Background: an optimization exercise with open tools, aiming at small area and a short achievable clock period. Do not read the settings as production practice. At most, simulation tests tie the RTL to the original design; equivalence was not proved. Power and IR drop assume default switching activity.

==> flow/design.v (excerpt) <==
module mini_core
#(
    parameter int WIDTH  = 16,
    parameter int MEM_AW = 4
) (
    input  wire                  clk,
    input  wire                  arst_n,
    input  wire                  word_valid,
    input  wire  [31:0]          word,
    output logic                 busy,
    output logic                 wr_en,
    output logic [REG_AW-1:0]    wr_addr,
    output logic [WIDTH-1:0]     wr_data,
    output logic [NUM_FLAGS-1:0] flags
);
    localparam logic [3:0] K_ADD  = 4'd0;
    localparam logic [3:0] K_SUB  = 4'd1;
    localparam logic [3:0] K_AND  = 4'd2;
    localparam logic [3:0] K_OR   = 4'd3;
    localparam logic [3:0] K_XOR  = 4'd4;
    localparam logic [3:0] K_SHL  = 4'd5;
    localparam logic [3:0] K_SHR  = 4'd6;
    localparam logic [3:0] K_MOV  = 4'd7;
    localparam logic [3:0] K_MOVF = 4'd8;
    localparam logic [3:0] K_LD   = 4'd9;
    localparam logic [3:0] K_MOVH = 4'd11;
    localparam logic [3:0] K_MOVL = 4'd12;
    logic        accept;
    logic [15:5] lo_half;
    assign accept = word_valid && !busy;
    always_ff @(posedge clk or negedge arst_n) begin
        if (!arst_n)
            busy <= 1'b0;
        else
            busy <= accept && !word[31];
    end
    always_ff @(posedge clk)
        lo_half <= word[15:5];
    localparam int DW = 13;
    function automatic logic [DW-1:0] dec_half(input logic v, input logic [15:5] h);
        logic aok, bok, we, st, sf;
        aok = (h[11:9] < 3'd6);
        bok = (h[8:6] < 3'd6);
  ...
export LEC_CHECK = 0
export ABC_CLOCK_PERIOD_IN_PS = 2500
export CAP_MARGIN = 20
export CORE_MARGIN = 2
export CORE_UTILIZATION = 60
export PLACE_DENSITY = 0.7
export SETUP_SLACK_MARGIN = 4.5
export SLEW_MARGIN = 20
create_clock -name core_clock -period 7.5 [get_ports {clk}]
run.sh (not shown) runs the stock make flow with config.mk's settings and CLKGATE_MAP_FILE= SYNTH_SCRIPT=/design/flow/synth_recipe.tcl, a recipe that flattens the netlist after the stock synthesis.
Change:
Settings changed: CORE_UTILIZATION 60 to 45, PLACE_DENSITY 0.7 to 0.6.
After rerunning: Routed wire length rises by 2.1%. Critical path depth falls by 2. Design area rises by 2.2%. Total power rises by 3.2%. Setup slack gets better by 0.075 ns. Non-clock buffer count falls by 4. Core utilization falls by 17 points.
No functional check of the RTL was part of any run of this note.

* * *

alpha:
Another version of the RTL of mini_core (not shown whole).
Size in the first run: about 2500 cells after synthesis, ~440 flip-flops, roughly 21000 um2 of cells after synthesis.
export LEC_CHECK = 0
export ABC_AREA = 1
export CAP_MARGIN = 20
export CORE_MARGIN = 2
export CORE_UTILIZATION = 45
export CTS_CLUSTER_DIAMETER = 80
export CTS_CLUSTER_SIZE = 20
export PLACE_DENSITY = 0.6
export SETUP_SLACK_MARGIN = 5.0
export SLEW_MARGIN = 20
export TNS_END_PERCENT = 10
create_clock -name core_clock -period 7.5 [get_ports {clk}]
alpha: PASS, flow complete, no timing, DRC or antenna violations
Here is what was changed in the inputs of beta compared with alpha.
- PLACE_DENSITY: 0.6 -> 0.65
- CTS_CLUSTER_DIAMETER: 80 -> 100
- CTS_CLUSTER_SIZE: 20 -> 30
- CORE_UTILIZATION: 45 -> 55
==> summary.txt <==
Against alpha, beta reports a overall via count from detail_route that is higher. Going from alpha to beta, shortest period the worst path allows fell by 0.038 ns; layout net count stayed essentially flat. alpha ended up with dfrtp_1 as its master of the slowest instance on the critical path; beta ended up with o21ai_0.
Edits applied to the flow inputs when going from beta to gamma:
- PLACE_DENSITY now 0.6, was 0.65
- CORE_UTILIZATION now 45, was 55
- CTS_CLUSTER_DIAMETER no longer set, was 100
- CTS_CLUSTER_SIZE no longer set, was 30
Notes after the runs:
gamma completed; timing, DRC and antenna clean. Start point of the critical path: slot_sub -> beta, flags[3] -> gamma. gamma against beta; total power is up by more than 10%. gamma vs. beta: site row count rose by 7; utilization after layout fell by 9.7 points. | routed wire length | gamma vs beta | about 5.5% higher |. STATUS via count: gamma loses against beta. Of the two values seen for cell with the largest stage delay on the worst path, o21ai_0 was produced by beta and dfrtp_1 by gamma.

* * *

## the baseline
mini_core again, from the RTL that the note above started with.
Settings: LEC_CHECK=0, ABC_AREA=1, CAP_MARGIN=20, CORE_MARGIN=2, CORE_UTILIZATION=45, CTS_CLUSTER_DIAMETER=100, CTS_CLUSTER_SIZE=30, PLACE_DENSITY=0.6, SETUP_SLACK_MARGIN=5.0, SLEW_MARGIN=20, TNS_END_PERCENT=10; clock period 7.5 ns.
Changes in the candidate relative to the baseline:
Settings: SETUP_SLACK_MARGIN now 4.8, was 5.0.
==> comparison <==
- The candidate closes out successfully: all stages finished, all timing, DRC and antenna checks passed.
- The candidate against the baseline: largest incremental delay on the critical path lower, proportion of register bits with asynchronous set or reset after synthesis roughly the same, combinational fraction of design power lower, final critical-path share of the clock period higher, total CTS buffers roughly the same.
- First-pass GRT wire length, the baseline and the candidate: higher on the baseline
- Measured against the candidate, the number of resized instances in the post-cts repair step of the baseline comes out at 1.9 times the reference value.
- The candidate reports its slowest cell on the critical path as dfxtp_2 while the baseline reports dfrtp_1.

-- separate check: timing with driven ports --
In the flow no input, the clock included, has a driving cell. The finished layouts below were timed again as built, in two steps.
Step 1 assumes that a clkbuf_16 drives the clock port and a buf_2 every other input.
Step 2 adds t to the input delays and takes it off the output delays; t is the mean of the earliest and latest rising clock arrival at the registers after step 1. Input paths then give back, and output paths get back, about the clock's delay inside the block.
Slacks: ideal ports / drivers / drivers and shift; pairs: ideal ports / drivers.
run	t (ns)	setup WS [ns]	worst setup path after step 2	slew at the worst register clock pin (ns)
the first run of note 1	0.624	4.288 / 4.288 / 3.992	input to register	0.06 / 0.06
the second run of note 1	0.645	4.363 / 4.363 / 3.842	input to register	0.07 / 0.07
alpha	0.665	4.796 / 4.736 / 4.389	input to register	0.09 / 0.09
beta	0.609	4.833 / 4.810 / 4.311	input to register	0.12 / 0.12
gamma	0.653	4.840 / 4.780 / 4.374	input to register	0.06 / 0.06
the baseline	0.613	4.829 / 4.768 / 4.428	input to register	0.12 / 0.12
the candidate	0.609	4.726 / 4.669 / 4.207	input to register	0.12 / 0.12
After both steps setup and hold are still met in every run listed. The setup slack of beta, which loses most, moves by -0.023 ns with the drivers and by -0.522 ns with both steps.
